Context: an optimization exercise on an open-source flow, tuned for small area, a short achievable clock period and few clock cycles per item. The choices shown serve that exercise and are no tape-out recipe. No functional check of the RTL was part of any run shown here. Power and IR drop assume default switching activity.

--- design/flow/flow/run.sh ---
#!/bin/bash
# The standard ORFS layout, with the smallest buffer as the port buffer
# cell (every input and output port still gets its own buffer).
set -euo pipefail
bash standard.sh "BUFFER_PORTS_ARGS=-buffer_cell sky130_fd_sc_hd__buf_1" finish > standard_flow.log 2>&1
--- design/flow/standard.sh ---
#!/bin/bash
# synth_recipe.tcl (not shown) runs the flow's synth.tcl, then flattens the netlist and writes it again
# the make line also repeats each setting of config.mk as NAME=value (left out here)
make -C /OpenROAD-flow-scripts/flow DESIGN_CONFIG=/design/flow/config.mk WORK_HOME=/design/flow/orfs CLKGATE_MAP_FILE= SYNTH_SCRIPT=/design/flow/synth_recipe.tcl "${@:-finish}"
--- design/flow/config.mk ---
export PLATFORM = sky130hd
export DESIGN_NAME = execCluster
export DESIGN_NICKNAME = execCluster
export VERILOG_FILES = /design/flow/design.v
export SDC_FILE = /design/flow/constraint.sdc
export NUM_CORES = 4
export LEC_CHECK = 0
export ABC_CLOCK_PERIOD_IN_PS = 2000
export CAP_MARGIN = 20
export CORE_MARGIN = 2
export CORE_UTILIZATION = 60
export PLACE_DENSITY = 0.7
export SETUP_SLACK_MARGIN = 3.3
export SLEW_MARGIN = 20
--- design/flow/constraint.sdc ---
create_clock -name core_clock -period 6.5 [get_ports {clk}]
set_input_delay 1.3000 -clock core_clock [delete_from_list [all_inputs] [get_ports {clk}]]
set_output_delay 1.3000 -clock core_clock [all_outputs]
set_load 0.01 [all_outputs]
--- design/flow/design.v ---
package isaPkg;
    localparam logic [5:0] OP_RTYPE = 6'h00;
    localparam logic [5:0] OP_BLTZ  = 6'h01;
    localparam logic [5:0] OP_J     = 6'h02;
    localparam logic [5:0] OP_JAL   = 6'h03;
    localparam logic [5:0] OP_BEQ   = 6'h04;
    localparam logic [5:0] OP_BNE   = 6'h05;
    localparam logic [5:0] OP_BLEZ  = 6'h06;
    localparam logic [5:0] OP_BGTZ  = 6'h07;
    localparam logic [5:0] OP_ADDI  = 6'h08;
    localparam logic [5:0] OP_ADDIU = 6'h09;
    localparam logic [5:0] OP_SLTI  = 6'h0a;
    localparam logic [5:0] OP_SLTIU = 6'h0b;
    localparam logic [5:0] OP_ANDI  = 6'h0c;
    localparam logic [5:0] OP_LUI   = 6'h0f;
    localparam logic [5:0] OP_LW    = 6'h23;
    localparam logic [5:0] OP_SW    = 6'h2b;
    localparam logic [5:0] FN_SLL  = 6'h00;
    localparam logic [5:0] FN_SRL  = 6'h02;
    localparam logic [5:0] FN_SRA  = 6'h03;
    localparam logic [5:0] FN_JR   = 6'h08;
    localparam logic [5:0] FN_JALR = 6'h09;
    localparam logic [5:0] FN_ADD  = 6'h20;
    localparam logic [5:0] FN_ADDU = 6'h21;
    localparam logic [5:0] FN_SUB  = 6'h22;
    localparam logic [5:0] FN_SUBU = 6'h23;
    localparam logic [5:0] FN_AND  = 6'h24;
    localparam logic [5:0] FN_OR   = 6'h25;
    localparam logic [5:0] FN_XOR  = 6'h26;
    localparam logic [5:0] FN_NOR  = 6'h27;
    localparam logic [5:0] FN_SLT  = 6'h2a;
    localparam logic [5:0] FN_SLTU = 6'h2b;
    localparam logic [2:0] PC_SEQ    = 3'b000;
    localparam logic [2:0] PC_BRANCH = 3'b001;
    localparam logic [2:0] PC_JUMP   = 3'b010;
    localparam logic [2:0] PC_REG    = 3'b011;
    localparam logic [2:0] PC_IRQ    = 3'b100;
    localparam logic [2:0] PC_EXC    = 3'b101;
    localparam logic [1:0] DST_RT    = 2'b00;
    localparam logic [1:0] DST_RD    = 2'b01;
    localparam logic [1:0] DST_LINK  = 2'b10;
    localparam logic [1:0] DST_TRAP  = 2'b11;
    localparam logic [1:0] WB_ALU    = 2'b00;
    localparam logic [1:0] WB_MEM    = 2'b01;
    localparam logic [1:0] WB_LINK   = 2'b10;
    localparam logic [1:0] WB_PC     = 2'b11;
    localparam logic [31:0] IRQ_VECTOR = 32'h8000_0004;
    localparam logic [31:0] EXC_VECTOR = 32'h8000_0008;
    localparam logic [4:0]  TRAP_REG   = 5'd26;
    localparam logic [4:0]  LINK_REG   = 5'd31;
    typedef enum logic [5:0] {
        ALU_ADD = 6'b000000, ALU_SUB = 6'b000001,
        ALU_AND = 6'b011000, ALU_OR  = 6'b011110,
        ALU_XOR = 6'b010110, ALU_NOR = 6'b010001,
        ALU_SLL = 6'b100000, ALU_SRL = 6'b100001,
        ALU_SRA = 6'b100011, ALU_LT  = 6'b110101,
        ALU_EQ  = 6'b110011, ALU_NE  = 6'b110001,
        ALU_LEZ = 6'b111101, ALU_GTZ = 6'b111111,
        ALU_LTZ = 6'b111011
    } aluFun_t;
    typedef struct packed {
        logic [5:0] opcode;
        logic [4:0] rs;
        logic [4:0] rt;
        logic [4:0] rd;
        logic [4:0] shamt;
        logic [5:0] funct;
    } rInstr_t;
    typedef struct packed {
        logic [5:0]  opcode;
        logic [4:0]  rs;
        logic [4:0]  rt;
        logic [15:0] imm16;
    } iInstr_t;
    typedef union packed {
        rInstr_t r;
        iInstr_t i;
    } instr_t;  
    typedef struct packed {
        logic [2:0] pcSrc;
        logic       sign;
        logic       regWrite;
        logic [1:0] regDst;
        logic       memRead;
        logic       memWrite;
        logic [1:0] memToReg;
        logic       aluSrc1;
        logic       aluSrc2;
        logic       extOp;
        logic       luOp;
        aluFun_t    aluFun;
    } ctrl_t;
endpackage
package pipePkg;
    localparam int NUM_LANES = 4;
    localparam int LANE_W    = (NUM_LANES > 1) ? $clog2(NUM_LANES) : 1;
    typedef struct packed {
        logic [31:0]    instr;      
        logic [31:0]    pc;
        logic [31:0]    rsVal;
        logic [31:0]    rtVal;
        logic           irq;
    } issue_t;
    typedef struct packed {
        logic        regWrite;
        logic [4:0]  wbReg;
        logic [31:0] wbVal;      
        logic        memRead;
        logic        memWrite;
        logic [31:0] memAddr;
        logic [31:0] storeData;
        logic [31:0] nextPc;
        logic        trap;
    } result_t;
    localparam int ISSUE_W  = 129;     
    localparam int RESULT_W = 137;     
    function automatic logic [LANE_W-1:0] nextLane(input logic [LANE_W-1:0] idx);
        nextLane = (idx == LANE_W'(NUM_LANES - 1)) ? '0 : idx + 1'b1;
    endfunction
endpackage
`timescale 1ns/1ns
module execCluster
(
    input  logic           clk,
    input  logic           rst,
    input  logic           inValid,
    output logic           inReady,
    input  logic [128:0]   inPkt,      
    output logic           outValid,
    input  logic           outReady,
    output logic [136:0]   outPkt      
);
    logic [31:0] iIns, iPc, iRs, iRt, iB, iX, iZ, iSImm;
    logic        iIrq, iIsR, iSub;
    logic [5:0]  iOp, iFn;
    logic [15:0] iImm;
    assign iIns  = inPkt[128:97];
    assign iPc   = inPkt[96:65];
    assign iRs   = inPkt[64:33];
    assign iRt   = inPkt[32:1];
    assign iIrq  = inPkt[0];
    assign iOp   = iIns[31:26];
    assign iFn   = iIns[5:0];
    assign iImm  = iIns[15:0];
    assign iSImm = {{16{iImm[15]}}, iImm};
    assign iIsR  = (iOp == 6'h00);
    assign iSub  = iIsR ? (iFn == 6'h22 || iFn == 6'h23 || iFn == 6'h2a || iFn == 6'h2b)
                        : (iOp == 6'h0a || iOp == 6'h0b);
    assign iB    = iIsR ? iRt : (iOp == 6'h0f) ? {iImm, 16'd0} : (iOp == 6'h0c) ? {16'd0, iImm} : iSImm;
    assign iX    = iB ^ {32{iSub}};
    assign iZ    = {iRt[31:16], iIsR ? iImm : iRt[15:0]};
    localparam int SLOT_W = 147;
    logic [SLOT_W-1:0] inSlot;
    assign inSlot = {iIsR, iSub, iIns[31:16], iZ, iX, iPc, iRs, iIrq};
    logic [SLOT_W-1:0] hd, r0, r1;
    logic              vh;
    logic [1:0]        occ;      
    logic              wp, rp;   
    logic              take, acc, hdLoad, fromRing, ringAcc;
    logic              selR0, selR1, selIn;
    assign inReady  = ~&occ;
    assign acc      = inValid & inReady;
    assign take     = vh & (~outValid | outReady);
    assign hdLoad   = take | ~vh;                 
    assign fromRing = |occ;                       
    assign ringAcc  = acc & ~(hdLoad & ~fromRing);
    assign selR0    = fromRing & ~rp;
    assign selR1    = fromRing & rp;
    assign selIn    = ~fromRing;
    always_ff @(posedge clk) begin
        if (hdLoad)  hd <= ({SLOT_W{selR0}} & r0) | ({SLOT_W{selR1}} & r1) | ({SLOT_W{selIn}} & inSlot);
        if (!occ[0]) r0 <= inSlot;
        if (!occ[1]) r1 <= inSlot;
    end
    always_ff @(posedge clk) begin
        if (rst) begin
            vh  <= 1'b0;
            occ <= 2'b00;
            wp  <= 1'b0;
            rp  <= 1'b0;
        end else begin
            if (hdLoad) vh <= fromRing | acc;
            occ <= (occ & ~({rp, ~rp} & {2{hdLoad & fromRing}})) | ({wp, ~wp} & {2{ringAcc}});
            if (ringAcc)             wp <= ~wp;
            if (hdLoad && fromRing)  rp <= ~rp;
        end
    end
    logic        isR, sub, irq;
    logic [15:0] insHi;
    logic [31:0] z, x, pc, rs, rt;
    logic [5:0]  op, fn;
    logic [4:0]  sh;
    assign {isR, sub, insHi, z, x, pc, rs, irq} = hd;
    assign op = insHi[15:10];
    assign fn = z[5:0];
    assign sh = z[10:6];
    assign rt = isR ? (x ^ {32{sub}}) : z;
    logic isBr, isJ, isJal, isAndi, isSlti, isSltiu, isLw, isSw, legal, trap;
    logic fnAnd, fnOr, fnXor, fnNor, fnSll, fnSrl, fnSra, fnSlt, fnSltu, fnJr, fnJalr;
    assign isBr    = (op == 6'h01) | (op[5:2] == 4'b0001);
    assign isJ     = (op == 6'h02);
    assign isJal   = (op == 6'h03);
    assign isAndi  = (op == 6'h0c);
    assign isSlti  = (op == 6'h0a);
    assign isSltiu = (op == 6'h0b);
    assign isLw    = (op == 6'h23);
    assign isSw    = (op == 6'h2b);
    assign legal   = (op[5:4] == 2'b00 && op[3:0] != 4'hd && op[3:0] != 4'he) | isLw | isSw;
    assign trap    = irq | ~legal;
    assign fnAnd  = (fn == 6'h24);
    assign fnOr   = (fn == 6'h25);
    assign fnXor  = (fn == 6'h26);
    assign fnNor  = (fn == 6'h27);
    assign fnSll  = (fn == 6'h00);
    assign fnSrl  = (fn == 6'h02);
    assign fnSra  = (fn == 6'h03);
    assign fnSlt  = (fn == 6'h2a);
    assign fnSltu = (fn == 6'h2b);
    assign fnJr   = (fn == 6'h08);
    assign fnJalr = (fn == 6'h09);
    logic [32:0] g0, p0, g1, p1, g2, p2, g3, p3, g4, p4, g5, p5;
    logic [32:0] sum;
    logic        ltS, ltU;
    assign g0 = {rs & x, sub};
    assign p0 = {rs ^ x, 1'b0};
    always_comb begin
        for (int i = 0; i < 33; i++) begin
            g1[i] = (i >= 1)  ? (g0[i] | (p0[i] & g0[i-1]))  : g0[i];
            p1[i] = (i >= 1)  ? (p0[i] & p0[i-1])            : p0[i];
        end
        for (int i = 0; i < 33; i++) begin
            g2[i] = (i >= 2)  ? (g1[i] | (p1[i] & g1[i-2]))  : g1[i];
            p2[i] = (i >= 2)  ? (p1[i] & p1[i-2])            : p1[i];
        end
        for (int i = 0; i < 33; i++) begin
            g3[i] = (i >= 4)  ? (g2[i] | (p2[i] & g2[i-4]))  : g2[i];
            p3[i] = (i >= 4)  ? (p2[i] & p2[i-4])            : p2[i];
        end
        for (int i = 0; i < 33; i++) begin
            g4[i] = (i >= 8)  ? (g3[i] | (p3[i] & g3[i-8]))  : g3[i];
            p4[i] = (i >= 8)  ? (p3[i] & p3[i-8])            : p3[i];
        end
        for (int i = 0; i < 33; i++) begin
            g5[i] = (i >= 16) ? (g4[i] | (p4[i] & g4[i-16])) : g4[i];
            p5[i] = (i >= 16) ? (p4[i] & p4[i-16])           : p4[i];
        end
    end
    assign sum[31:0] = p0[32:1] ^ g5[31:0];            
    assign sum[32]   = g5[32] | (p5[32] & g5[0]);      
    assign ltU = ~sum[32];
    assign ltS = (rs[31] ^ x[31] ^ sub) ? rs[31] : sum[31];
    logic [31:0] pc4, brPc;
    assign pc4  = {pc[31:2] + 30'd1, pc[1:0]};
    assign brPc = {pc[31:2] + x[29:0] + 30'd1, pc[1:0]};
    logic eq, rsZero, taken;
    assign eq     = (rs == z);
    assign rsZero = (rs == 32'd0);
    always_comb begin
        case (op[2:0])
            3'b100:  taken = eq;                  
            3'b101:  taken = ~eq;                 
            3'b110:  taken = rs[31] | rsZero;     
            3'b111:  taken = ~rs[31] & ~rsZero;   
            default: taken = rs[31];              
        endcase
    end
    logic [31:0] shIn, shMid, shOut;
    logic        shFill;
    always_comb begin
        for (int i = 0; i < 32; i++) shIn[i] = fn[1] ? x[i] : x[31-i];
    end
    assign shFill = fn[0] & x[31];
    assign shMid  = 32'($signed({shFill, shIn}) >>> sh);
    always_comb begin
        for (int i = 0; i < 32; i++) shOut[i] = fn[1] ? shMid[i] : shMid[31-i];
    end
    logic [31:0] logicY;
    always_comb begin
        case ({isR, fn[1:0]})
            3'b101:  logicY = rs | x;
            3'b110:  logicY = rs ^ x;
            3'b111:  logicY = ~(rs | x);
            default: logicY = rs & x;
        endcase
    end
    logic selSum, selLog, selSh, selLtS, selLtU, selTk;
    always_comb begin
        selSum = 1'b0; selLog = 1'b0; selSh = 1'b0; selLtS = 1'b0; selLtU = 1'b0; selTk = 1'b0;
        if (isR) begin
            if (fnAnd | fnOr | fnXor | fnNor)  selLog = 1'b1;
            else if (fnSll | fnSrl | fnSra)    selSh  = 1'b1;
            else if (fnSlt)                    selLtS = 1'b1;
            else if (fnSltu)                   selLtU = 1'b1;
            else                               selSum = 1'b1;
        end else if (isBr)                     selTk  = 1'b1;
        else if (isAndi)                       selLog = 1'b1;
        else if (isSlti)                       selLtS = 1'b1;
        else if (isSltiu)                      selLtU = 1'b1;
        else                                   selSum = 1'b1;
    end
    logic        regWrite, wbAlu;
    logic [4:0]  wbReg;
    logic [31:0] wbOther;
    always_comb begin
        regWrite = 1'b1;
        wbReg    = insHi[4:0];
        wbAlu    = 1'b1;
        wbOther  = pc4;
        if (irq) begin
            wbReg   = 5'd26;
            wbAlu   = 1'b0;
            wbOther = pc;
        end else if (!legal) begin
            wbReg   = 5'd26;
            wbAlu   = 1'b0;
        end else if (isR) begin
            wbReg    = z[15:11];
            regWrite = ~fnJr;
            wbAlu    = ~fnJalr;
        end else if (isBr | isJ | isSw) begin
            regWrite = 1'b0;
        end else if (isJal) begin
            wbReg = 5'd31;
            wbAlu = 1'b0;
        end else if (isLw) begin
            wbAlu   = 1'b0;
            wbOther = 32'd0;
        end
    end
    logic [31:0] alu, wbVal;
    always_comb begin
        alu      = ({32{selSum}} & sum[31:0]) | ({32{selLog}} & logicY) | ({32{selSh}} & shOut);
        alu[0]   = alu[0] | (selLtS & ltS) | (selLtU & ltU) | (selTk & taken);
        wbVal    = ({32{wbAlu & selSum}} & sum[31:0]) | ({32{wbAlu & selLog}} & logicY)
                 | ({32{wbAlu & selSh}} & shOut) | ({32{~wbAlu}} & wbOther);
        wbVal[0] = wbVal[0] | (wbAlu & ((selLtS & ltS) | (selLtU & ltU) | (selTk & taken)));
    end
    logic [31:0] nextPc;
    always_comb begin
        if (irq)                            nextPc = 32'h8000_0004;
        else if (!legal)                    nextPc = 32'h8000_0008;
        else if (isR && (fnJr | fnJalr))    nextPc = rs;
        else if (isBr && taken)             nextPc = brPc;
        else if (isJ | isJal)               nextPc = {pc4[31:28], insHi[9:0], x[15:0], 2'b00};
        else                                nextPc = pc4;
    end
    always_ff @(posedge clk) begin
        if (rst) begin
            outValid <= 1'b0;
        end else if (~outValid | outReady) begin
            outValid <= vh;
        end
    end
    always_ff @(posedge clk) begin
        if (take) begin
            outPkt <= {regWrite, wbReg, wbVal, isLw, isSw, alu, rt, nextPc, trap};
        end
    end
endmodule
==> results.ini, run 1 <==
[logic_synthesis]
synthArstFlopShare = 0
syn_area_sq_um = 33400
synth_nets = 3195
synth_top_flop_cell = edfxtp_1
synthTopCellsByArea = edfxtp_1 (52%), mux2i_1 (5.7%), mux4_2 (4.6%)
synth.top_cell.area_share = 0.520
yosysTopAreaCell = edfxtp_1
synth_edf_count = 578
avgSynthCellArea_sq_um = 11.3
ys_ff_latch = 584
yosysUniqueCellTypes = 78
netlist_instances = 2966
yosysWarnings = 1
ys_seq_area_frac = 0.524

[timing]
hold_slack_ps = 529
fmax_mhz = 276
setup_viol = 0
period_share = 0.557
fin_setup_tns_ps = 0
max_slew_margin = 0.220
hold_violations = 0
drv_slew = 0
worst_pin_slew_ps = 1160
period_needed_ps = 3620
clock_skew_ps = 42.5
rsz0062_at_grt = yes

[run]
maxCapViolations = 0

[drt]
wl_um = 131000
ant_nets = 0
first_iter_violations = 5021
first_pass_iters = 11
wire_per_inst_um = 31.5
drc = 0
vias = 28979
vias_per_cell = 6.95

[clocking]
cts_tree = yes
cts.reportedPaths.clkPinSlew_ps = 60
ctsHoldBuffers = 0
clk_path_buf_depth = 3
cts-htree-levels = 2
cts_root_buf = clkbuf_16
clock_sinks = 584
clk_latency_ps = 660
cts_made_buffers = 59

[power]
pwr-share-comb = 0.244
seq_power_share = 0.421
intPower_w = 0.00767
p_leak_nw = 15.4
clkPwrFrac = 0.335
irDropWorstVdd_uv = 250
switching_power_w = 0.00328
powerDensity_nw_per_um2 = 263
swShare = 0.300

[worst_hold_path]
min-delay-path-class = reg2reg
whs_path_depth = 2

[floorplan]
core_area_sq_um = 55100
num_rows = 86
initial_core_util = 0.606
die-area_sq_um = 57500
io_pins = 272
die_h_um = 240
die_w_um = 240

[worst_setup_path]
cp-start-kind = flop
crit_type = reg2reg
r2r_cells = 12
cp.required_ps = 6860
crit_chain = buf_6, buf_12, mux4_2, buf_12, mux2_4, mux2_4, mux4_2, mux2_4, nand2_4, o311ai_4, nor2_1, nor2_1
crit_top_cell = mux2_4
arrival_ps = 3990
cp_slowest_stage_delay_ps = 620
timing.critical_path.slowest_stage_cell = mux4_2
endpoint_kind = flop
crit_fanout = 7

[final_layout]
nets = 3595
synthToLayoutAreaGrowth_pct = 24.7
final_cell_mix = edfxtp_1 (578), nand2_1 (369), buf_1 (271), o21ai_0 (251), buf_4 (197)
final_common_cell = edfxtp_1
fillerInstances = 3518
layout-drive-gt1-share = 0.222

[global_route]
grt_max_degree = 202
antenna_found_initial = 16
track_usage = 0.439
grt-ovfl-total = 0
grt_pass1_vias = 27036
grt_first_pass_wirelength_um = 182000

[placement]
gp_congestion = 1.11
portBuffers = 271
place_hpwl_um = 84200

[outcome]
status = finished clean

-- final cells by class --
type	count	area, sq um	share of cell area
Clock buffer	69	1510	0.0364
Inverter	95	379	0.00911
Multi-Input combinational cell	2074	16800	0.404
Tap cell	748	936	0.0225
Clock inverter	38	541	0.0130
Sequential cell	584	17500	0.420
Timing Repair inverter	1	7.51	0.000180
Antenna cell	9	22.5	0.000541
Timing Repair Buffer	551	3920	0.0941
-- final timing paths --
check                                  startpoint               endpoint  slack [ps]
worst min register to register    wp$_SDFFE_PP0P_      occ[1]$_SDFF_PP0_         530
worst max register to register  hd[103]$_DFFE_PP_  outPkt[119]$_DFFE_PP_        2880
worst min-delay path              wp$_SDFFE_PP0P_      occ[1]$_SDFF_PP0_         530
worst max-delay path            hd[103]$_DFFE_PP_  outPkt[119]$_DFFE_PP_        2880
-- through the flow --
step            util  area, sq um  cells  setup WS (ps)  power, W
2_1_floorplan      -        33400   2966           2700   0.00582
5_1_grt        0.755        41600   4164           2840    0.0112
3_3_place_gp   0.636        35100   3831           1940   0.00651
4_1_cts        0.718        39500   4070           2980    0.0105
3_5_place_dp   0.637        35100   3833           2020   0.00654
6_report       0.756        41600   4169           2880    0.0109
-- synthesized netlist by cell type (7+ instances only) --
master,count
a211oi_1,13
a21o_1,39
a21oi_1,159
a221o_1,13
a221oi_1,34
a22o_1,7
a22oi_1,36
a31oi_1,23
and3_1,26
buf_1,21
buf_2,26
clkbuf_1,157
edfxtp_1,578
ha_1,94
inv_1,94
mux2_2,24
mux2i_1,191
mux4_2,68
nand2_1,384
nand2b_1,14
nand3_1,29
nand4_1,19
nor2_1,148
nor2b_1,16
nor3_1,21
nor4_1,11
o211ai_1,19
o21a_1,35
o21ai_0,291
o21ai_1,18
o21bai_1,13
o221ai_1,9
o22ai_1,16
o311ai_0,7
xnor2_1,142
xor2_1,69
-- flip-flops by register name, indices dropped and copies added, names as in the netlist --
signal / count
hd: 147
r0: 147
r1: 147
outPkt: 137
occ: 2
outValid: 1
rp: 1
vh: 1
wp: 1
-- power by group through the flow --
stage | sequential (W) | combinational [W] | clock, W
after floorplan | 0.00463 | 0.00120 | 0
after global placement | 0.00471 | 0.00180 | 0
after detailed placement | 0.00472 | 0.00182 | 0
after CTS | 0.00459 | 0.00221 | 0.00368
after global routing | 0.00462 | 0.00275 | 0.00381
final | 0.00461 | 0.00267 | 0.00367
-- cell families after synthesis --
| kind of cell | after synthesis | share of synthesized area |
|---|---|---|
| XOR/XNOR | 211 | 0.0554 |
| multiplexers | 286 | 0.113 |
| buffers and inverters | 308 | 0.0373 |
| flip-flops | 584 | 0.524 |
| AO/OA/AOI/OAI | 777 | 0.143 |
| adder cells (fa/ha/maj) | 96 | 0.0364 |
| AND/OR/NAND/NOR | 704 | 0.0917 |
-- critical path, delay by kind of cell, from the launching register on --
family | cells | cell delay, ps
muxes | 5 | 2000
DFF | 1 | 450
AOI/OAI and AO/OA | 1 | 130
buffers and inverters | 3 | 460
and+or+nand+nor | 3 | 290
-- metal layers --
| metal | wire length, um | GRT usage | vias up |
|---|---|---|---|
| li1 | - | - | 11902 |
| met1 | 46200 | 0.568 | 13808 |
| met2 | 56000 | 0.651 | 2482 |
| met3 | 17700 | 0.141 | 775 |
| met4 | 11200 | 0.257 | 12 |
| met5 | 248 | 0 | - |
-- what timing repair did --
item	4_1_cts	5_1_grt
endpoints found under the setup margin	129	100
pin swaps	60	103
buffers inserted	120	84
gates resized for setup	256	246
cloned	10	5
hold endpoints to repair	0	0
==> run 2, diff against run 1 <==
--- a/design/flow/design.v
+++ b/design/flow/design.v
@@ -158,7 +158,9 @@
     logic              wp, rp;   
     logic              take, acc, hdLoad, fromRing, ringAcc;
     logic              selR0, selR1, selIn;
-    assign inReady  = ~&occ;
+    logic [1:0]        occNext;
+    logic              rdy;      
+    assign inReady  = rdy;
     assign acc      = inValid & inReady;
     assign take     = vh & (~outValid | outReady);
     assign hdLoad   = take | ~vh;                 
@@ -167,6 +169,7 @@
     assign selR0    = fromRing & ~rp;
     assign selR1    = fromRing & rp;
     assign selIn    = ~fromRing;
+    assign occNext = (occ & ~({rp, ~rp} & {2{hdLoad & fromRing}})) | ({wp, ~wp} & {2{ringAcc}});
     always_ff @(posedge clk) begin
         if (hdLoad)  hd <= ({SLOT_W{selR0}} & r0) | ({SLOT_W{selR1}} & r1) | ({SLOT_W{selIn}} & inSlot);
         if (!occ[0]) r0 <= inSlot;
@@ -176,11 +179,13 @@
         if (rst) begin
             vh  <= 1'b0;
             occ <= 2'b00;
+            rdy <= 1'b1;
             wp  <= 1'b0;
             rp  <= 1'b0;
         end else begin
             if (hdLoad) vh <= fromRing | acc;
-            occ <= (occ & ~({rp, ~rp} & {2{hdLoad & fromRing}})) | ({wp, ~wp} & {2{ringAcc}});
+            occ <= occNext;
+            rdy <= ~&occNext;
             if (ringAcc)             wp <= ~wp;
             if (hdLoad && fromRing)  rp <= ~rp;
         end
--- a/design/flow/config.mk
+++ b/design/flow/config.mk
@@ -9,6 +9,7 @@
 export CAP_MARGIN = 20
 export CORE_MARGIN = 2
 export CORE_UTILIZATION = 60
+export CTS_BUF_LIST = sky130_fd_sc_hd__clkbuf_4 sky130_fd_sc_hd__clkbuf_8
 export PLACE_DENSITY = 0.7
 export SETUP_SLACK_MARGIN = 3.3
 export SLEW_MARGIN = 20
==> results.ini, run 2 <==
[worst_setup_path]
timing.critical_path.slowest_stage_cell = edfxtp_1
cp_slowest_stage_delay_ps = 540  ; -80 ps
crit_family = compound AO/OA/AOI/OAI gates
crit_buf_inv = 4  ; +1
crit_fanout = 4  ; -3
crit_type = reg2reg
cp.required_ps = 6960  ; +100 ps
crit_chain = buf_4, xnor2_1, nand4_1, nor4_2, a21oi_1, a41oi_2, a31oi_4, buf_12, buf_4, buf_4, nand3_1, mux2i_1, o31ai_2
r2r_end = outPkt[32]$_SDFFCE_PP1P_
worst-path-stages = 13  ; +1
crit_top_cell = buf_4
r2r_cells = 13  ; +1
r2r-start = hd[9]$_DFFE_PN_
r2r_setup_slack_ps = 3060  ; +180 ps
endpoint_kind = flop
arrival_ps = 3890  ; -100 ps
cp-start-kind = flop

[drt]
ant_nets = 0  ; unchanged
wl_um = 139000  ; +5.6%
vias = 30558  ; +5.4%
first_pass_iters = 11  ; unchanged
wire_per_inst_um = 31.7  ; +0.57%
first_iter_violations = 5221  ; +4.0%
vias_per_cell = 6.98  ; +0.41%
drc = 0  ; unchanged

[placement]
gp_congestion = 1.08  ; -2.7%
portBuffers = 271  ; unchanged
place_hpwl_um = 89200  ; +5.9%

[final_layout]
final_cell_mix = edfxtp_1 (578), nand2_1 (345), o21ai_0 (272), buf_1 (270), buf_4 (247)
final_common_cell = edfxtp_1
post-route-util = 0.738  ; -0.0179
reg_top3 = hd (147), r0 (147), r1 (147)
synthToLayoutAreaGrowth_pct = 22.1
layout-drive-gt1-share = 0.225  ; +0.00257
nets = 3771  ; +4.9%

[floorplan]
num_rows = 87  ; +1.2%
die-area_sq_um = 58500  ; +1.6%
io_pins = 272  ; unchanged
die_w_um = 242  ; +0.80%
core_area_sq_um = 56200  ; +2.0%
die_h_um = 242  ; +0.80%
initial_core_util = 0.604  ; -0.00185

[logic_synthesis]
synth.top_cell.area_share = 0.512  ; -0.00840
netlist_instances = 3096  ; +4.4%
yosysWarnings = 1  ; unchanged
synth_nets = 3325  ; +4.1%
synth_compound_area_frac = 0.153  ; +0.00971
yosys.area_share.simple = 0.102  ; +0.0106
ys_ff_latch = 585  ; +0.17%
synth_edf_count = 578  ; unchanged
synthMuxAreaShare = 0.103  ; -0.00989
syn_area_sq_um = 33900  ; +1.6%
yosys-top-cells-count = edfxtp_1 (578), nand2_1 (350), o21ai_0 (306)
synth_top_family_by_area = compound AO/OA/AOI/OAI gates
synth_xor_area_frac = 0.0516  ; -0.00373
synth_top_flop_cell = edfxtp_1
yosysMostFrequentCell = edfxtp_1
avgSynthCellArea_sq_um = 11.0  ; -2.6%
ys_seq_area_frac = 0.516  ; -0.00787
yosysTopAreaCell = edfxtp_1
synthArstFlopShare = 0  ; unchanged
yosysUniqueCellTypes = 81  ; +3.8%
synth_adder_area_share = 0.0358  ; -0.000588
synthTopCellsByArea = edfxtp_1 (51%), mux2i_1 (5.5%), o21ai_0 (4.5%)

[clocking]
cts-htree-levels = 3  ; +1
cts_root_buf = clkbuf_8
clk_path_buf_depth = 3  ; unchanged
clock_sinks = 585  ; +0.17%
ctsHoldBuffers = 0  ; unchanged
cts_tree = yes
cts_made_buffers = 91  ; +54%
cts.reportedPaths.clkPinSlew_ps = 60  ; about the same
clk_latency_ps = 740  ; +80 ps

[outcome]
status = finished clean

[global_route]
grt_max_degree = 138  ; -32%
grt-ovfl-total = 0  ; unchanged
antenna_found_initial = 14  ; -2
grt_first_pass_wirelength_um = 192000  ; +5.1%
track_usage = 0.450  ; +0.0106
grt_pass1_vias = 28252  ; +4.5%

[timing]
setup_viol = 0  ; unchanged
worst_pin_slew_ps = 1090  ; -76.2 ps
clock_skew_ps = 52.5  ; +10.0 ps
period_needed_ps = 3440  ; -184 ps
fmax_mhz = 291  ; +5.4%
drv_slew = 0  ; unchanged
period_share = 0.529  ; -0.0283
fin_setup_tns_ps = 0  ; unchanged
max_slew_margin = 0.276  ; +0.0560
hold_slack_ps = 505  ; -23.8 ps
hold_violations = 0  ; unchanged
rsz0062_at_grt = yes

[worst_hold_path]
min_to = vh$_SDFFE_PP0N_
whs_path_depth = 2  ; unchanged
min-delay-path-class = reg2reg
hold_start = rdy$_SDFF_PP1_

[run]
maxCapViolations = 0  ; unchanged

[power]
swShare = 0.319  ; +0.0191
intPower_w = 0.00720  ; -6.1%
pwr-share-comb = 0.260  ; +0.016
powerDensity_nw_per_um2 = 255  ; -3.0%
clkPwrFrac = 0.302  ; -0.033
irDropWorstVdd_uv = 255  ; +2.0%
seq_power_share = 0.438  ; +0.017
switching_power_w = 0.00337  ; +2.7%
p_leak_nw = 15.4  ; about the same

-- run 2: changes by cell type after synthesis, moves of 13 or more --
cell | previous run | this run
a21oi_1 | 159 | 216
nand2_1 | 384 | 350
nor3_1 | 21 | 53
a22oi_1 | 36 | 6
clkbuf_1 | 157 | 187
xor2_1 | 69 | 45
nor2_1 | 148 | 165
o22ai_1 | 16 | 33
nand3_1 | 29 | 44
o21ai_0 | 291 | 306
a211oi_1 | 13 | 27
o21ai_1 | 18 | 5
xnor2_1 | 142 | 155
-- run 2: power groups by stage --
stage	Sequential [W]	Combinational (W)	Clock (W)
floorplan	0.00464	0.00127	0
global placement	0.00478	0.00189	0
detailed placement	0.00480	0.00190	0
CTS	0.00462	0.00234	0.00318
global route	0.00464	0.00283	0.00333
finish	0.00463	0.00275	0.00319
-- run 2: how the worst max path moves through the flow --
stage	from	end
2_1_floorplan	outReady	outPkt[0]$_DFFE_PP_
4_1_cts	inPkt[127]	hd[68]$_DFFE_PN_
3_3_place_gp	hd[97]$_DFFE_PN_	outPkt[121]$_DFFE_PP_
5_1_grt	hd[65]$_DFFE_PN_	outPkt[17]$_SDFFCE_PP0P_
3_5_place_dp	hd[97]$_DFFE_PN_	outPkt[121]$_DFFE_PP_
6_report	hd[9]$_DFFE_PN_	outPkt[32]$_SDFFCE_PP1P_
-- run 2: repair_timing --
| action | in CTS | in global routing |
|---|---|---|
| setup endpoints to repair | 106 | 119 |
| gates resized for setup | 215 | 210 |
| pin swaps | 57 | 72 |
| setup buffers | 170 | 75 |
| cloned | 8 | 4 |
-- run 2: final cells by class --
cell class,count,area [sq um]
Timing Repair Buffer,585,3980
Clock buffer,128,1550
Multi-Input combinational cell,2178,16700
Clock inverter,36,285
Timing Repair inverter,3,20.0
Tap cell,756,946
Sequential cell,585,17500
Fill cell,3686,14700
Antenna cell,9,22.5
Inverter,98,409
-- run 2: per-stage QoR --
stage          cells  total power [W]  cell area, sq um  setup WS (ps)
4_1_cts         4290           0.0101             39800           3240
3_3_place_gp    3948          0.00667             35500           2160
3_5_place_dp    3948          0.00670             35500           2090
5_1_grt         4376           0.0108             41400           3120
2_1_floorplan   3096          0.00591             34000           2710
6_report        4378           0.0106             41400           3060
-- run 2: cells by family (layout without fill, tap and decap cells) --
kind of cell               count (synthesis)  in the layout
buffers and inverters                    334            850
and+or+nand+nor                          771            771
AOI/OAI and AO/OA                        848            849
other                                      0              9
xor gates and xnor gates                 200            200
adders and majority gates                 96             96
DFF                                      585            585
muxes                                    262            262
-- run 2: worst min-delay path, stage by stage (launching register included) --
cell,delay (ps)
dfxtp_1,310
nand2_1,80
a31oi_1,80
-- run 2: routing by layer --
layer / global-route usage / routed length (um)
met4: 0.275 / 12100
met2: 0.663 / 59100
met3: 0.124 / 19600
met5: 0 / 110
met1: 0.594 / 47900
==> run 3, diff against run 2 <==
--- a/design/flow/design.v
+++ b/design/flow/design.v
@@ -130,29 +130,46 @@
     input  logic           outReady,
     output logic [136:0]   outPkt      
 );
-    logic [31:0] iIns, iPc, iRs, iRt, iB, iX, iZ, iSImm;
-    logic        iIrq, iIsR, iSub;
+    logic [128:0] nx;     
+    logic [31:0] iIns, iPc, iRs, iRt, iB, iX, iA, iSImm;
+    logic        iIrq, iIsR, iIsBr, iSub, iCi, iEq, iRsZero, iTk;
     logic [5:0]  iOp, iFn;
-    logic [15:0] iImm;
-    assign iIns  = inPkt[128:97];
-    assign iPc   = inPkt[96:65];
-    assign iRs   = inPkt[64:33];
-    assign iRt   = inPkt[32:1];
-    assign iIrq  = inPkt[0];
+    logic [15:0] iImm, iF;
+    assign iIns  = nx[128:97];
+    assign iPc   = nx[96:65];
+    assign iRs   = nx[64:33];
+    assign iRt   = nx[32:1];
+    assign iIrq  = nx[0];
     assign iOp   = iIns[31:26];
     assign iFn   = iIns[5:0];
     assign iImm  = iIns[15:0];
     assign iSImm = {{16{iImm[15]}}, iImm};
     assign iIsR  = (iOp == 6'h00);
+    assign iIsBr = (iOp == 6'h01) | (iOp[5:2] == 4'b0001);
     assign iSub  = iIsR ? (iFn == 6'h22 || iFn == 6'h23 || iFn == 6'h2a || iFn == 6'h2b)
                         : (iOp == 6'h0a || iOp == 6'h0b);
-    assign iB    = iIsR ? iRt : (iOp == 6'h0f) ? {iImm, 16'd0} : (iOp == 6'h0c) ? {16'd0, iImm} : iSImm;
+    assign iB    = iIsR ? iRt : iIsBr ? {iSImm[29:0], 2'b00} : (iOp == 6'h0f) ? {iImm, 16'd0}
+                 : (iOp == 6'h0c) ? {16'd0, iImm} : iSImm;
     assign iX    = iB ^ {32{iSub}};
-    assign iZ    = {iRt[31:16], iIsR ? iImm : iRt[15:0]};
-    localparam int SLOT_W = 147;
-    logic [SLOT_W-1:0] inSlot;
-    assign inSlot = {iIsR, iSub, iIns[31:16], iZ, iX, iPc, iRs, iIrq};
-    logic [SLOT_W-1:0] hd, r0, r1;
+    assign iCi   = iSub | iIsBr;
+    assign iA    = iIsBr ? {iPc[31:2], 2'b11} : iRs;
+    assign iF    = iIsR ? iIns[15:0] : iIns[31:16];
+    assign iEq     = (iRs == iRt);
+    assign iRsZero = (iRs == 32'd0);
+    always_comb begin
+        case (iOp[2:0])
+            3'b100:  iTk = iEq;                    
+            3'b101:  iTk = ~iEq;                   
+            3'b110:  iTk = iRs[31] | iRsZero;      
+            3'b111:  iTk = ~iRs[31] & ~iRsZero;    
+            default: iTk = iRs[31];                
+        endcase
+    end
+    localparam int HD_W = 148;
+    logic [HD_W-1:0] hdNext;
+    assign hdNext = {iIsR, iCi, iTk, iF, iRt, iX, iPc, iA, iIrq};
+    logic [HD_W-1:0]   hd;
+    logic [128:0]      r0, r1;
     logic              vh;
     logic [1:0]        occ;      
     logic              wp, rp;   
@@ -169,11 +186,12 @@
     assign selR0    = fromRing & ~rp;
     assign selR1    = fromRing & rp;
     assign selIn    = ~fromRing;
+    assign nx = ({129{selR0}} & r0) | ({129{selR1}} & r1) | ({129{selIn}} & inPkt);
     assign occNext = (occ & ~({rp, ~rp} & {2{hdLoad & fromRing}})) | ({wp, ~wp} & {2{ringAcc}});
     always_ff @(posedge clk) begin
-        if (hdLoad)  hd <= ({SLOT_W{selR0}} & r0) | ({SLOT_W{selR1}} & r1) | ({SLOT_W{selIn}} & inSlot);
-        if (!occ[0]) r0 <= inSlot;
-        if (!occ[1]) r1 <= inSlot;
+        if (hdLoad)  hd <= hdNext;
+        if (!occ[0]) r0 <= inPkt;
+        if (!occ[1]) r1 <= inPkt;
     end
     always_ff @(posedge clk) begin
         if (rst) begin
@@ -190,16 +208,15 @@
             if (hdLoad && fromRing)  rp <= ~rp;
         end
     end
-    logic        isR, sub, irq;
-    logic [15:0] insHi;
-    logic [31:0] z, x, pc, rs, rt;
+    logic        isR, ci, tk, irq;
+    logic [15:0] f;
+    logic [31:0] rt, x, pc, rs;
     logic [5:0]  op, fn;
     logic [4:0]  sh;
-    assign {isR, sub, insHi, z, x, pc, rs, irq} = hd;
-    assign op = insHi[15:10];
-    assign fn = z[5:0];
-    assign sh = z[10:6];
-    assign rt = isR ? (x ^ {32{sub}}) : z;
+    assign {isR, ci, tk, f, rt, x, pc, rs, irq} = hd;     
+    assign op = isR ? 6'h00 : f[15:10];
+    assign fn = f[5:0];
+    assign sh = f[10:6];
     logic isBr, isJ, isJal, isAndi, isSlti, isSltiu, isLw, isSw, legal, trap;
     logic fnAnd, fnOr, fnXor, fnNor, fnSll, fnSrl, fnSra, fnSlt, fnSltu, fnJr, fnJalr;
     assign isBr    = (op == 6'h01) | (op[5:2] == 4'b0001);
@@ -226,7 +243,7 @@
     logic [32:0] g0, p0, g1, p1, g2, p2, g3, p3, g4, p4, g5, p5;
     logic [32:0] sum;
     logic        ltS, ltU;
-    assign g0 = {rs & x, sub};
+    assign g0 = {rs & x, ci};
     assign p0 = {rs ^ x, 1'b0};
     always_comb begin
         for (int i = 0; i < 33; i++) begin
@@ -253,22 +270,10 @@
     assign sum[31:0] = p0[32:1] ^ g5[31:0];            
     assign sum[32]   = g5[32] | (p5[32] & g5[0]);      
     assign ltU = ~sum[32];
-    assign ltS = (rs[31] ^ x[31] ^ sub) ? rs[31] : sum[31];
+    assign ltS = (rs[31] ^ x[31] ^ ci) ? rs[31] : sum[31];
     logic [31:0] pc4, brPc;
     assign pc4  = {pc[31:2] + 30'd1, pc[1:0]};
-    assign brPc = {pc[31:2] + x[29:0] + 30'd1, pc[1:0]};
-    logic eq, rsZero, taken;
-    assign eq     = (rs == z);
-    assign rsZero = (rs == 32'd0);
-    always_comb begin
-        case (op[2:0])
-            3'b100:  taken = eq;                  
-            3'b101:  taken = ~eq;                 
-            3'b110:  taken = rs[31] | rsZero;     
-            3'b111:  taken = ~rs[31] & ~rsZero;   
-            default: taken = rs[31];              
-        endcase
-    end
+    assign brPc = {sum[31:2], pc[1:0]};
     logic [31:0] shIn, shMid, shOut;
     logic        shFill;
     always_comb begin
@@ -308,7 +313,7 @@
     logic [31:0] wbOther;
     always_comb begin
         regWrite = 1'b1;
-        wbReg    = insHi[4:0];
+        wbReg    = f[4:0];
         wbAlu    = 1'b1;
         wbOther  = pc4;
         if (irq) begin
@@ -319,7 +324,7 @@
             wbReg   = 5'd26;
             wbAlu   = 1'b0;
         end else if (isR) begin
-            wbReg    = z[15:11];
+            wbReg    = f[15:11];
             regWrite = ~fnJr;
             wbAlu    = ~fnJalr;
         end else if (isBr | isJ | isSw) begin
@@ -335,18 +340,18 @@
     logic [31:0] alu, wbVal;
     always_comb begin
         alu      = ({32{selSum}} & sum[31:0]) | ({32{selLog}} & logicY) | ({32{selSh}} & shOut);
-        alu[0]   = alu[0] | (selLtS & ltS) | (selLtU & ltU) | (selTk & taken);
+        alu[0]   = alu[0] | (selLtS & ltS) | (selLtU & ltU) | (selTk & tk);
         wbVal    = ({32{wbAlu & selSum}} & sum[31:0]) | ({32{wbAlu & selLog}} & logicY)
                  | ({32{wbAlu & selSh}} & shOut) | ({32{~wbAlu}} & wbOther);
-        wbVal[0] = wbVal[0] | (wbAlu & ((selLtS & ltS) | (selLtU & ltU) | (selTk & taken)));
+        wbVal[0] = wbVal[0] | (wbAlu & ((selLtS & ltS) | (selLtU & ltU) | (selTk & tk)));
     end
     logic [31:0] nextPc;
     always_comb begin
         if (irq)                            nextPc = 32'h8000_0004;
         else if (!legal)                    nextPc = 32'h8000_0008;
         else if (isR && (fnJr | fnJalr))    nextPc = rs;
-        else if (isBr && taken)             nextPc = brPc;
-        else if (isJ | isJal)               nextPc = {pc4[31:28], insHi[9:0], x[15:0], 2'b00};
+        else if (isBr && tk)                nextPc = brPc;
+        else if (isJ | isJal)               nextPc = {pc4[31:28], f[9:0], x[15:0], 2'b00};
         else                                nextPc = pc4;
     end
     always_ff @(posedge clk) begin
==> results.ini, run 3 <==
[outcome]
status = finished clean

[final_layout]
top_register = hd
post-route-util = 0.719  ; -0.0185
seqCellArea_sq_um = 16500  ; -6.0%
final_common_cell = edfxtp_1
fin_area_sq_um = 37100  ; -10%
nets = 3303  ; -12%
multiInputGateArea_sq_um = 14700  ; -12%
fillerInstances = 3396  ; -7.9%
layout-drive-gt1-share = 0.207  ; -0.0178
reg_top3 = hd (148), outPkt (137)
largest_reg_flops = 148
final_cell_mix = edfxtp_1 (543), buf_1 (271), nand2_1 (234), o21ai_0 (197), mux2i_1 (163)
synthToLayoutAreaGrowth_pct = 17.9

[logic_synthesis]
synth_xor_area_frac = 0.0345  ; -0.0171
synth_adder_area_share = 0.0265  ; -0.00937
yosysTopAreaCell = edfxtp_1
ys_seq_area_frac = 0.522  ; +0.00679
yosysUniqueCellTypes = 92  ; +14%
synthMuxAreaShare = 0.125  ; +0.0219
ys_ff_latch = 550  ; -6.0%
yosys-top-cells-count = edfxtp_1 (543), nand2_1 (238), o21ai_0 (213)
synthTopCellsByArea = edfxtp_1 (52%), mux2i_1 (5.9%), o21ai_0 (3.4%)
synth.top_cell.area_share = 0.518  ; +0.00646
synthArstFlopShare = 0  ; unchanged
synth_nets = 2953  ; -11%
yosysMostFrequentCell = edfxtp_1
syn_area_sq_um = 31500  ; -7.2%
synth_top_family_by_area = compound AO/OA/AOI/OAI gates
yosysWarnings = 1  ; unchanged
netlist_instances = 2754  ; -11%
avgSynthCellArea_sq_um = 11.4  ; +4.3%
yosys.area_share.simple = 0.0905  ; -0.0117
synth_top_flop_cell = edfxtp_1
synth_compound_area_frac = 0.157  ; +0.00447
synth_edf_count = 543  ; -6.1%

[drt]
vias = 27532  ; -9.9%
ant_nets = 0  ; unchanged
vias_per_cell = 7.14  ; +2.3%
first_iter_violations = 4403  ; -16%
wire_per_inst_um = 32.6  ; +3.0%
drc = 0  ; unchanged
wl_um = 126000  ; -9.3%
first_pass_iters = 12  ; +1

[global_route]
grt_max_degree = 80  ; -42%
grt_pass1_vias = 25674  ; -9.1%
antenna_found_initial = 6  ; -8
track_usage = 0.453  ; +0.00316
grt_first_pass_wirelength_um = 176000  ; -8.3%
grt-ovfl-total = 0  ; unchanged

[timing]
clock_skew_ps = 57.8  ; +5.29 ps
fmax_mhz = 296  ; +1.9%
hold_violations = 0  ; unchanged
period_needed_ps = 3370  ; -64.8 ps
setup_viol = 0  ; unchanged
worst_pin_slew_ps = 1100  ; +10.0 ps
drv_slew = 0  ; unchanged
hold_slack_ps = 414  ; -91.2 ps
period_share = 0.519  ; -0.00996
rsz0062_at_grt = yes
setup_slack_ps = 3130  ; +64.8 ps
max_slew_margin = 0.269  ; -0.00668
fin_setup_tns_ps = 0  ; unchanged

[clocking]
clk_latency_ps = 710  ; -30 ps
cts.reportedPaths.clkPinSlew_ps = 70  ; about the same
clock_sinks = 550  ; -6.0%
cts_made_buffers = 87  ; -4.4%
ctsHoldBuffers = 0  ; unchanged
cts-htree-levels = 3  ; unchanged
cts_root_buf = clkbuf_8
cts_tree = yes
clk_path_buf_depth = 3  ; unchanged

[floorplan]
num_rows = 83  ; -4.6%
die-area_sq_um = 54300  ; -7.1%
die_w_um = 233  ; -3.6%
core_area_sq_um = 51600  ; -8.1%
initial_core_util = 0.610  ; +0.00580
die_h_um = 233  ; -3.6%
io_pins = 272  ; unchanged

[placement]
gp_congestion = 1.03  ; -4.8%
place_ws_ps = 2010  ; -80.3 ps
portBuffers = 271  ; unchanged
place_hpwl_um = 83200  ; -6.7%
dpl_cell_area_sq_um = 33000  ; -7.1%

[worst_setup_path]
crit_start = hd[130]$_DFFE_PN_
cp-start-kind = flop
crit_top_cell = buf_4
crit_buf_inv = 4  ; unchanged
crit_family = buffers and inverters
endpoint_kind = flop
cp_slowest_stage_delay_ps = 480  ; -60 ps
arrival_ps = 3900  ; about the same
crit_fanout = 31  ; +27
timing.critical_path.slowest_stage_cell = buf_4
cp.required_ps = 7020  ; +60 ps
crit_chain = buf_4, buf_6, nor2b_4, buf_4, nor3_1, a31oi_1, o22a_1, o21a_1, buf_4, nand2_1, nand3_1, o21a_1
r2r-start = hd[130]$_DFFE_PN_
crit_type = reg2reg

[power]
swShare = 0.319  ; +0.000599
pwr-share-comb = 0.246  ; -0.014
p_leak_nw = 13.6  ; -12%
switching_power_w = 0.00316  ; -6.3%
seq_power_share = 0.439  ; about the same
irDropWorstVdd_uv = 237  ; -6.9%
clkPwrFrac = 0.315  ; +0.013
powerDensity_nw_per_um2 = 266  ; +4.4%
intPower_w = 0.00673  ; -6.5%

[worst_hold_path]
min-delay-path-class = reg2reg
hold_start = hd[124]$_DFFE_PN_

[run]
maxCapViolations = 0  ; unchanged

[run 3: changes by cell type after synthesis, sizes merged, moves of 59 or more]
| cell | previous run | this run |
|---|---|---|
| a21oi | 216 | 157 |
| clkbuf | 187 | 121 |
| mux2 | 12 | 75 |
| nand2 | 350 | 239 |
| o21ai | 311 | 218 |
| xnor2 | 155 | 63 |
[run 3: metrics by stage]
| step | total power (W) | cells |
|---|---|---|
| 2_1_floorplan | 0.00557 | 2754 |
| 3_3_place_gp | 0.00632 | 3559 |
| 3_5_place_dp | 0.00635 | 3559 |
| 4_1_cts | 0.00959 | 3805 |
| 5_1_grt | 0.0101 | 3851 |
| 6_report | 0.00989 | 3854 |
[run 3: final timing paths]
kind	depth (start not counted)	slack [ps]	to
setup / recovery	12	3130	outPkt[105]$_DFFE_PP_
hold reg to reg	0	410	outPkt[60]$_DFFE_PP_
hold / removal	0	410	outPkt[60]$_DFFE_PP_
setup reg to reg	12	3130	outPkt[105]$_DFFE_PP_
[run 3: kinds of logic after synthesis]
| kind of cell | count (synthesis) |
|---|---|
| simple gates | 629 |
| flops | 550 |
| buf+inv | 325 |
| mux | 313 |
| fa+ha+maj | 66 |
| compound gates | 747 |
| xor+xnor | 124 |
[run 3: power groups by stage]
| stage | registers [W] | logic [W] | clock network [W] |
|---|---|---|---|
| 6_report | 0.00434 | 0.00243 | 0.00312 |
| 5_1_grt | 0.00435 | 0.00251 | 0.00325 |
| 4_1_cts | 0.00432 | 0.00217 | 0.00309 |
| 3_5_place_dp | 0.00444 | 0.00191 | 0 |
| 3_3_place_gp | 0.00443 | 0.00190 | 0 |
| 2_1_floorplan | 0.00438 | 0.00119 | 0 |
[run 3: final cells by class]
class                           count  share of cell area
Tap cell                          680              0.0229
Inverter                          129              0.0138
Clock buffer                      119              0.0392
Antenna cell                        3            0.000202
Timing Repair Buffer              452              0.0763
Sequential cell                   550               0.443
Multi-Input combinational cell   1884               0.395
Clock inverter                     37             0.00913
[run 3: what timing repair did]
item	4_1_cts	5_1_grt
endpoints found under the hold margin	0	0
buffers inserted	78	42
gates cloned	12	3
gates resized for setup	157	111
pin swaps	18	30
endpoints found under the setup margin	160	108
[run 3: metal layers]
layer,track usage,up-vias,share of wire
li1,-,11229,-
met4,0.298,4,0.084
met3,0.112,618,0.13
met1,0.580,13127,0.35
met2,0.686,2554,0.44
met5,0,-,0.00036
==> run 4, diff against run 3 <==
--- a/design/flow/config.mk
+++ b/design/flow/config.mk
@@ -9,7 +9,6 @@
 export CAP_MARGIN = 20
 export CORE_MARGIN = 2
 export CORE_UTILIZATION = 60
-export CTS_BUF_LIST = sky130_fd_sc_hd__clkbuf_4 sky130_fd_sc_hd__clkbuf_8
 export PLACE_DENSITY = 0.7
 export SETUP_SLACK_MARGIN = 3.3
 export SLEW_MARGIN = 20
==> results.ini, run 4 <==
[outcome]
status = finished clean

[worst_hold_path]
min-delay-path-class = reg2reg
whs_path_depth = 0  ; unchanged
min_to = outPkt[49]$_DFFE_PP_
hold_start = hd[113]$_DFFE_PN_

[floorplan]
core_area_sq_um = 51600  ; unchanged
die-area_sq_um = 54300  ; unchanged
die_w_um = 233  ; unchanged
initial_core_util = 0.610  ; unchanged
die_h_um = 233  ; unchanged
io_pins = 272  ; unchanged
num_rows = 83  ; unchanged

[logic_synthesis]
synth_nets = 2953  ; unchanged
yosysMostFrequentCell = edfxtp_1
yosysWarnings = 1  ; unchanged
netlist_instances = 2754  ; unchanged
synthTopCellsByArea = edfxtp_1 (52%), mux2i_1 (5.9%), o21ai_0 (3.4%)
avgSynthCellArea_sq_um = 11.4  ; unchanged
synthArstFlopShare = 0  ; unchanged
yosysTopAreaCell = edfxtp_1
ys_seq_area_frac = 0.522  ; unchanged
yosysUniqueCellTypes = 92  ; unchanged
ys_ff_latch = 550  ; unchanged
yosys-top-cells-count = edfxtp_1 (543), nand2_1 (238), o21ai_0 (213)
synth.top_cell.area_share = 0.518  ; unchanged
syn_area_sq_um = 31500  ; unchanged
synth_edf_count = 543  ; unchanged
synth_top_flop_cell = edfxtp_1

[clocking]
cts.reportedPaths.clkPinSlew_ps = 70  ; about the same
clock_sinks = 550  ; unchanged
cts_made_buffers = 53  ; -39%
ctsHoldBuffers = 0  ; unchanged
cts_tree = yes
clk_path_buf_depth = 3  ; unchanged
cts_root_buf = clkbuf_16
cts-htree-levels = 2  ; -1
clk_latency_ps = 640  ; -70 ps

[timing]
drv_slew = 0  ; unchanged
fmax_mhz = 299  ; +0.79%
period_needed_ps = 3350  ; -26.5 ps
hold_slack_ps = 411  ; -2.79 ps
rsz0062_at_grt = yes
clock_skew_ps = 24.3  ; -33.5 ps
setup_viol = 0  ; unchanged
fin_setup_tns_ps = 0  ; unchanged
period_share = 0.515  ; -0.00407
worst_pin_slew_ps = 1170  ; +74.6 ps
max_slew_margin = 0.218  ; -0.0506
hold_violations = 0  ; unchanged
setup_slack_ps = 3150  ; +26.5 ps

[global_route]
grt_use_met2 = 0.674  ; -0.0124
met1_usage = 0.576  ; -0.00409
antenna_found_initial = 4  ; -2
grt-busiest-layer = met2
grt-ovfl-total = 0  ; unchanged
grt_first_pass_wirelength_um = 173000  ; -1.4%
grt_max_degree = 80  ; unchanged
grtUsageMet3 = 0.110  ; -0.00196
grt_pass1_vias = 25278  ; -1.5%
track_usage = 0.445  ; -0.00727

[placement]
place_hpwl_um = 83200  ; unchanged
dp_cells = 3559  ; unchanged
portBuffers = 271  ; unchanged
place_ws_ps = 2010  ; unchanged
gp_congestion = 1.03  ; unchanged

[final_layout]
final_common_cell = edfxtp_1
fillerInstances = 3396  ; unchanged
final_cell_mix = edfxtp_1 (543), buf_1 (271), nand2_1 (233), o21ai_0 (197), mux2i_1 (154)
post-route-util = 0.716  ; -0.00306
largest_reg_flops = 148  ; unchanged
reg_top3 = hd (148), outPkt (137)
synthToLayoutAreaGrowth_pct = 17.4
nets = 3261  ; -1.3%
top_register = hd
fin_cells = 3786  ; -1.8%
layout-drive-gt1-share = 0.187  ; -0.0201

[worst_setup_path]
crit_start = hd[135]$_DFFE_PN_
cp-start-kind = flop
endpoint_kind = flop
r2r_end = outPkt[128]$_DFFE_PP_
cp.required_ps = 6880  ; -140 ps
r2r_cells = 12  ; unchanged
arrival_ps = 3720  ; -180 ps
r2r_setup_slack_ps = 3150  ; +30 ps
crit_fanout = 9  ; -71%
r2r-start = hd[135]$_DFFE_PN_
crit_type = reg2reg

[power]
clkPwrFrac = 0.315  ; about the same
intPower_w = 0.00677  ; +0.59%
pwr-share-comb = 0.246  ; about the same
swShare = 0.315  ; -0.00423
switching_power_w = 0.00312  ; -1.4%
irDropWorstVdd_uv = 279  ; +18%
powerDensity_nw_per_um2 = 267  ; +0.40%
seq_power_share = 0.439  ; about the same
p_leak_nw = 13.4  ; -1.6%

[drt]
ant_nets = 0  ; unchanged
first_iter_violations = 4687  ; +6.5%
vias_per_cell = 7.25  ; +1.4%
first_pass_iters = 9  ; -3
drc = 0  ; unchanged
vias = 27430  ; -0.37%
wire_per_inst_um = 33.3  ; +1.8%
wl_um = 126000  ; about the same

[run]
maxCapViolations = 0  ; unchanged

## run 4: cell counts after synthesis
Identical to the previous run, type by type.
## run 4: logic make-up (layout without fill, tap and decap cells)
family,count (synthesis),in the layout,share of synthesized area
AOI/OAI and AO/OA,747,747,0.157
and+or+nand+nor,629,634,0.0905
DFF,550,550,0.522
buffers and inverters,325,671,0.0442
muxes,313,313,0.125
xor gates and xnor gates,124,124,0.0345
adders and majority gates,66,66,0.0265
other,0,1,0
## run 4: final cells by class
| type | instances | area, sq um | area share |
|---|---|---|---|
| inverter | 129 | 509 | 0.0138 |
| multi-input combinational | 1884 | 14700 | 0.398 |
| clock inverter | 29 | 288 | 0.00778 |
| timing repair buffer | 444 | 2710 | 0.0732 |
| antenna | 1 | 2.50 | 0.0000677 |
| tap | 680 | 851 | 0.0230 |
| clock buffer | 69 | 1430 | 0.0386 |
| sequential | 550 | 16500 | 0.445 |
## run 4: worst max-delay path, stage by stage, from the launching register on
cell      delay (ps)
edfxtp_1         400
buf_6            140
buf_6            120
buf_16           140
buf_4            160
mux4_2           340
mux4_2           550
nor2_1           120
a21o_1           140
a21o_1           160
mux2i_2          110
a221o_1          490
o21a_1           210
## run 4: metal layers
| metal | wire, um | vias to the layer above |
|---|---|---|
| li1 | - | 11133 |
| met1 | 43000 | 13071 |
| met2 | 55000 | 2556 |
| met3 | 16700 | 666 |
| met4 | 11200 | 4 |
| met5 | 28 | - |
## run 4: power groups by stage
| stage | combinational, W | clock [W] | sequential (W) |
|---|---|---|---|
| 2_1_floorplan | 0.00119 | 0 | 0.00438 |
| 6_report | 0.00243 | 0.00312 | 0.00434 |
| 3_3_place_gp | 0.00190 | 0 | 0.00443 |
| 3_5_place_dp | 0.00191 | 0 | 0.00444 |
| 5_1_grt | 0.00250 | 0.00322 | 0.00435 |
| 4_1_cts | 0.00214 | 0.00308 | 0.00433 |
## run 4: how the worst max path moves through the flow
stage | slack, ps | to
after floorplan | 2700 | outPkt[0]$_DFFE_PP_
after global placement | 2100 | hd[90]$_DFFE_PN_
after detailed placement | 2010 | hd[90]$_DFFE_PN_
after CTS | 3220 | outPkt[127]$_DFFE_PP_
after global routing | 3120 | outPkt[65]$_DFFE_PP_
final | 3150 | outPkt[128]$_DFFE_PP_
## run 4: through the flow
stage               power (W)  cell area, sq um
global placement      0.00632             33000
finish                0.00989             37000
global route           0.0101             37000
CTS                   0.00954             36000
detailed placement    0.00635             33000
floorplan             0.00557             31600
## run 4: repair_timing
item	CTS	global route
pin swaps	15	28
gates cloned	9	2
buffers inserted	70	47
setup endpoints to repair	159	105
resized for setup	138	149

## port drivers added, routing unchanged
No port has a modelled driver above. Below, the same layouts with a new extraction and two added sets of constraints. Step 1, drivers: a clkbuf_16 drives clk and a buf_2 each remaining input, both assumed. Step 2 also shifts input and output timing later by t, the mid clock arrival at the registers, as if the neighbouring blocks saw the same clock. Slacks: ideal ports / drivers / drivers and shift; pairs: ideal ports / drivers.
run	t (ns)	setup slack, ns	worst slew at a driven data input, ns	pins driven straight from the clock port
run 1	0.699	2.877 / 2.877 / 2.768	0.12	1
run 2	0.772	3.061 / 3.061 / 2.570	0.12	1
run 3	0.742	3.126 / 3.126 / 2.620	0.10	1
run 4	0.691	3.153 / 3.153 / 2.614	0.09	1
After both steps every run listed still meets setup and hold. For run 4, which loses most, drivers alone change the setup slack by 0.000 ns; drivers and shift together by -0.539 ns.
